This design comes from an exercise in tuning for small area and a short achievable clock period on the open sky130 flow, not from production work. The RTL was checked by simulation tests, not by an equivalence proof against the original design.

west:
// rand_range_mapper
module rand_range_mapper #(
   parameter int unsigned FIFO_DEPTH  = 16,
   parameter int unsigned ADDR_SIZE   = 4,
   parameter int unsigned RANGE_WIDTH = 16
) (
   input  logic                   clk,
   input  logic                   reset_n,
   input  logic [31:0]            rand_in,
   input  logic                   rand_in_valid,
   input  logic [RANGE_WIDTH-1:0] range_in,
   input  logic                   range_load,
   output logic                   busy,
   output logic [RANGE_WIDTH-1:0] out_data,
   output logic                   out_valid,
   input  logic                   out_ready,
   output logic [ADDR_SIZE:0]     fifo_level,
   output logic [15:0]            drop_count,
   output logic [15:0]            reject_count
);
   localparam int unsigned RamDepth = FIFO_DEPTH - 2;
   logic                   busy_q;
   logic [RANGE_WIDTH-1:0] range_q;
   logic [RANGE_WIDTH-1:0] rem_q;       
   logic [4:0]             iter_q;
   logic [RANGE_WIDTH-1:0] out_data_q;
   logic                   out_valid_q;
   logic [31:0]            ram [RamDepth];
   logic [3:0]             wr_ptr_q;
   logic [3:0]             rd_ptr_q;
   logic [ADDR_SIZE:0]     level_q;
   logic [31:0]            head_q;
   logic [31:0]            second_q;
   logic [31:0]            head_d;
   logic [31:0]            second_d;
   logic [31:0]            mul_x;
   logic                   empty;
   logic                   full;
   logic                   ge2;
   logic                   ge3;
   logic                   pop;
   logic                   push;
   logic                   ram_we;
   logic                   head_ld;
   logic                   second_ld;
   logic                   cs_en;
  ...
export LEC_CHECK = 0
export ABC_AREA = 1
export CAP_MARGIN = 20
export CORE_MARGIN = 2
export CORE_UTILIZATION = 40
export SLEW_MARGIN = 20
create_clock -name core_clock -period 10.0 [get_ports {clk}]
standard.sh (not shown) runs the stock make flow with config.mk's settings and CLKGATE_MAP_FILE= SYNTH_SCRIPT=/design/flow/synth_recipe.tcl, a recipe that flattens the netlist after the stock synthesis.
==> flow/flow/run.sh <==
#!/bin/bash
# Own flow: the standard layout (standard.sh: standard synthesis, floorplan, place, CTS,
# route, finish), with two changes to how the layout is made:
#  - port buffers are buf_4 cells (buffer_ports -buffer_cell) instead of the default delay buffer;
#  - the timing repair steps aim for 6 ns of setup slack at the 10 ns clock (SETUP_SLACK_MARGIN).
# make's full output goes to flow_make.log here; each tool's own log is under orfs/logs/.
set -euo pipefail
export SETUP_SLACK_MARGIN=6
export BUFFER_PORTS_ARGS="-buffer_cell sky130_fd_sc_hd__buf_4"
bash standard.sh > flow_make.log 2>&1
diff inputs: west => middle
==> flow/run.sh (new file) <==
#!/bin/bash
# synth_recipe.tcl (not shown) runs the flow's synth.tcl, then flattens the netlist and writes it again
# the make line also repeats each setting of config.mk as NAME=value (left out here)
make -C /OpenROAD-flow-scripts/flow DESIGN_CONFIG=/design/flow/config.mk WORK_HOME=/design/flow/orfs CLKGATE_MAP_FILE= SYNTH_SCRIPT=/design/flow/synth_recipe.tcl finish
-- flow/config.mk --
<<< west, line 10
export CORE_MARGIN = 2
export CORE_UTILIZATION = 40
export SLEW_MARGIN = 20
>>> middle, line 10
export CORE_MARGIN = 2
export CORE_UTILIZATION = 40
export SETUP_SLACK_MARGIN = 5
export SLEW_MARGIN = 20
removed: flow/flow/run.sh
removed: flow/standard.sh
Results
Diff west -> middle: sequential share of layout area shows an increase of 3.2 points; area growth from synthesis to layout decreased by 9.0 points relative to the old numbers.
For west, the slowest stage cell on the critical path was fa_2, unlike middle, where it was clkdlybuf4s50_1.
The total stage count of the critical path in middle sits 1 above the value recorded for west.
Summary of middle over west: non-clock buffer count down 150, utilization down 3.6 points, aggregate routed wire length down about 9%, worst setup slack before clock tree synthesis down 1.27 ns, slack of the critical path down 0.74 ns.
Placer congestion estimate shrinks by a few percent when moving from west to middle.

========
== wip/harbor ==
Another version of the RTL of rand_range_mapper (not shown whole).
For scale: ~790 flip-flops, about 46000 um^2 of cells after synthesis.
Settings: LEC_CHECK=0, ABC_AREA=1, CAP_MARGIN=20, CORE_MARGIN=2, CORE_UTILIZATION=40, CTS_CLUSTER_DIAMETER=60, CTS_CLUSTER_SIZE=25, SLEW_MARGIN=20, TNS_END_PERCENT=10; clock period 10.0 ns.
==> flow/flow/run.sh <==
#!/bin/bash
# Own flow: the standard layout (standard.sh: standard synthesis, floorplan, place, CTS,
# route, finish), with two changes to how the layout is made:
#  - port buffers are buf_4 cells (buffer_ports -buffer_cell) instead of the default delay buffer;
#  - the timing repair steps aim for 6 ns of setup slack at the 10 ns clock (SETUP_SLACK_MARGIN).
# make's full output goes to flow_make.log here; each tool's own log is under orfs/logs/.
set -euo pipefail
export SETUP_SLACK_MARGIN=6
export BUFFER_PORTS_ARGS="-buffer_cell sky130_fd_sc_hd__buf_4"
bash standard.sh > flow_make.log 2>&1
wip/harbor: flow completed, timing, DRC and antenna clean
What wip/yarrow does differently from wip/harbor at the input level:
- CTS_CLUSTER_SIZE no longer set, was 25
- CTS_CLUSTER_DIAMETER no longer set, was 60
==> flow/flow/run.sh <==
#!/bin/bash
# Own flow: the standard layout (standard.sh: standard synthesis, floorplan, place, CTS,
# route, finish), with two changes to how the layout is made:
#  - port buffers are buf_4 cells (buffer_ports -buffer_cell) instead of the default delay buffer;
#  - the timing repair steps aim for 6.5 ns of setup slack at the 10 ns clock (SETUP_SLACK_MARGIN).
# make's full output goes to flow_make.log here; each tool's own log is under orfs/logs/.
set -euo pipefail
export SETUP_SLACK_MARGIN=6.5
export BUFFER_PORTS_ARGS="-buffer_cell sky130_fd_sc_hd__buf_4"
bash standard.sh > flow_make.log 2>&1
wip/yarrow went all the way through the flow, and no timing, DRC or antenna check failed.
Against wip/harbor, wip/yarrow reports a global-route usage that is higher.
From wip/harbor to wip/yarrow the numbers moved as follows: wire length after detailed routing higher, die boundary height roughly the same.
Input-level comparison between wip/cedar and wip/yarrow:
- TNS_END_PERCENT: 10 -> unset
==> flow/flow/run.sh <==
#!/bin/bash
# Own flow: the standard layout (standard.sh: standard synthesis, floorplan, place, CTS,
# route, finish), with two changes to how the layout is made:
#  - port buffers are buf_4 cells (buffer_ports -buffer_cell) instead of the default delay buffer;
#  - the timing repair steps aim for 6 ns of setup slack at the 10 ns clock (SETUP_SLACK_MARGIN).
# make's full output goes to flow_make.log here; each tool's own log is under orfs/logs/.
set -euo pipefail
export SETUP_SLACK_MARGIN=6
export BUFFER_PORTS_ARGS="-buffer_cell sky130_fd_sc_hd__buf_4"
bash standard.sh > flow_make.log 2>&1
Notes after the runs:
Diff wip/cedar..wip/yarrow | number of sinks driven by the clock tree | unchanged. Post-route minimum period in wip/cedar is 76 ps above wip/yarrow. When wip/cedar is measured against wip/yarrow, its non-clock buffer count turns out about 34% lower. In wip/cedar relative to wip/yarrow, number of cells in the finished layout apart from fillers had gone down by a few percent. Wire length of the first global-routing pass went down by a few percent going from wip/yarrow to wip/cedar. Going from wip/yarrow to wip/cedar, cell area has decreased, initial antenna violation count up 5, share of the cycle needed by the critical path after routing now sits higher.
diff inputs: wip/cedar => wip/fjord
- SETUP_SLACK_MARGIN: unset -> 5
==> flow/run.sh (new file) <==
#!/bin/bash
# synth_recipe.tcl (not shown) runs the flow's synth.tcl, then flattens the netlist and writes it again
# the make line also repeats each setting of config.mk as NAME=value (left out here)
make -C /OpenROAD-flow-scripts/flow DESIGN_CONFIG=/design/flow/config.mk WORK_HOME=/design/flow/orfs CLKGATE_MAP_FILE= SYNTH_SCRIPT=/design/flow/synth_recipe.tcl finish
removed: flow/flow/run.sh
removed: flow/standard.sh
Results
Going from wip/cedar to wip/fjord, final cell utilization of the core fell by 0.75 points, number of buffers outside the clock class in the layout shrank by 20%.
Diff wip/cedar..wip/fjord | met3 layer usage reported by global route | negligible
Via count: higher on wip/cedar
Relative to wip/cedar, final routed wirelength across all metal layers has gone down in wip/fjord.
diff inputs: wip/fjord => wip/xenon
- an added CTS_CLUSTER_DIAMETER of 60
- an added CTS_CLUSTER_SIZE of 25
- a deleted SETUP_SLACK_MARGIN that had been 5
==> flow/flow/run.sh (new file) <==
#!/bin/bash
# Own flow: the standard layout (standard.sh: standard synthesis, floorplan, place, CTS,
# route, finish), with two changes to how the layout is made:
#  - port buffers are buf_4 cells (buffer_ports -buffer_cell) instead of the default delay buffer;
#  - the timing repair steps aim for 5.75 ns of setup slack at the 10 ns clock (SETUP_SLACK_MARGIN).
# make's full output goes to flow_make.log here; each tool's own log is under orfs/logs/.
set -euo pipefail
export SETUP_SLACK_MARGIN=5.75
export BUFFER_PORTS_ARGS="-buffer_cell sky130_fd_sc_hd__buf_4"
bash standard.sh > flow_make.log 2>&1
==> flow/standard.sh (new file) <==
#!/bin/bash
# synth_recipe.tcl (not shown) runs the flow's synth.tcl, then flattens the netlist and writes it again
# the make line also repeats each setting of config.mk as NAME=value (left out here)
make -C /OpenROAD-flow-scripts/flow DESIGN_CONFIG=/design/flow/config.mk WORK_HOME=/design/flow/orfs CLKGATE_MAP_FILE= SYNTH_SCRIPT=/design/flow/synth_recipe.tcl "${@:-finish}"
removed: flow/run.sh
## What came out
Delta (wip/xenon minus wip/fjord): area of all placed cells without fillers increased 0.44%, count of fill cells added during filler insertion fell by 46.
Startpoint of the worst setup timing path = rand_in[3]: wip/xenon; startpoint of the worst setup timing path = rand_in[31]: wip/fjord

========
## v6
Starting RTL as in the previous note.
clock: 10.0 ns
lec_check: 0
abc_area: 1
cap_margin: 20
core_margin: 2
core_utilization: 40
cts_cluster_diameter: 60
cts_cluster_size: 25
setup_slack_margin: 5
slew_margin: 20
run.sh (not shown) runs the stock make flow with config.mk's settings and CLKGATE_MAP_FILE= SYNTH_SCRIPT=/design/flow/synth_recipe.tcl, a recipe that flattens the netlist after the stock synthesis.
Stock flow here: none of the scripts above is used.
[inputs] v7 vs v6
Settings: a deleted SETUP_SLACK_MARGIN that had been 5.
==> flow/flow/run.sh (new file) <==
#!/bin/bash
# Own flow: the standard layout (standard.sh: standard synthesis, floorplan, place, CTS,
# route, finish), with two changes to how the layout is made:
#  - port buffers are buf_4 cells (buffer_ports -buffer_cell) instead of the default delay buffer;
#  - the timing repair steps aim for 6 ns of setup slack at the 10 ns clock (SETUP_SLACK_MARGIN).
# make's full output goes to flow_make.log here; each tool's own log is under orfs/logs/.
set -euo pipefail
export SETUP_SLACK_MARGIN=6
export BUFFER_PORTS_ARGS="-buffer_cell sky130_fd_sc_hd__buf_4"
bash standard.sh > flow_make.log 2>&1
==> flow/standard.sh (new file) <==
#!/bin/bash
# synth_recipe.tcl (not shown) runs the flow's synth.tcl, then flattens the netlist and writes it again
# the make line also repeats each setting of config.mk as NAME=value (left out here)
make -C /OpenROAD-flow-scripts/flow DESIGN_CONFIG=/design/flow/config.mk WORK_HOME=/design/flow/orfs CLKGATE_MAP_FILE= SYNTH_SCRIPT=/design/flow/synth_recipe.tcl "${@:-finish}"
removed: flow/run.sh
==> comparison <==
- v7 vs v6 — routed length on met2 climbed by a few percent
- Run comparison: v6 timing startpoint of the critical path rand_in[20]; v7 timing startpoint of the critical path rand_in[5]
- Compared to v6, v7 has non-clock buffering overhead in the final layout 0.85 points higher.
- Detailed route, v7 vs v6: via total higher for v7

==> port drivers added, routing unchanged <==
In the flow no input, the clock included, has a driving cell. The finished layouts below were timed again as built, in two steps.
Step 1, drivers: a clkbuf_16 drives clk and a buf_2 each remaining input, both assumed.
Step 2, shift: input delay + t, output delay - t, t = (earliest + latest rising clock arrival at the registers) / 2. This alone moves slack from input paths to output paths.
Slacks: no drivers / after step 1 / after step 2; pairs: no drivers / after step 1.
run	t (ns)	setup WS [ns]	hold slack, ns	worst register clock-pin slew, ns	pins driven straight from the clock port
west	0.709	5.784 / 5.759 / 5.050	0.484 / 0.484 / 0.484	0.07 / 0.07	1
middle	0.707	5.040 / 5.079 / 4.372	0.480 / 0.480 / 0.480	0.07 / 0.07	1
wip/harbor	0.724	5.912 / 5.939 / 5.236	0.488 / 0.488 / 0.488	0.09 / 0.09	1
wip/yarrow	0.725	6.103 / 6.132 / 5.407	0.482 / 0.482 / 0.482	0.07 / 0.07	1
wip/cedar	0.720	6.027 / 6.060 / 5.348	0.490 / 0.490 / 0.490	0.07 / 0.07	1
wip/fjord	0.732	5.013 / 5.055 / 4.324	0.477 / 0.477 / 0.477	0.06 / 0.06	1
wip/xenon	0.719	5.827 / 5.871 / 5.152	0.484 / 0.484 / 0.484	0.09 / 0.09	1
v6	0.738	5.054 / 5.100 / 4.363	0.480 / 0.480 / 0.480	0.09 / 0.09	1
v7	0.704	6.013 / 6.014 / 5.314	0.489 / 0.489 / 0.489	0.09 / 0.09	1
After both steps every run listed still meets setup and hold. For west, which loses most, drivers alone change the setup slack by -0.025 ns; drivers and shift together by -0.734 ns.
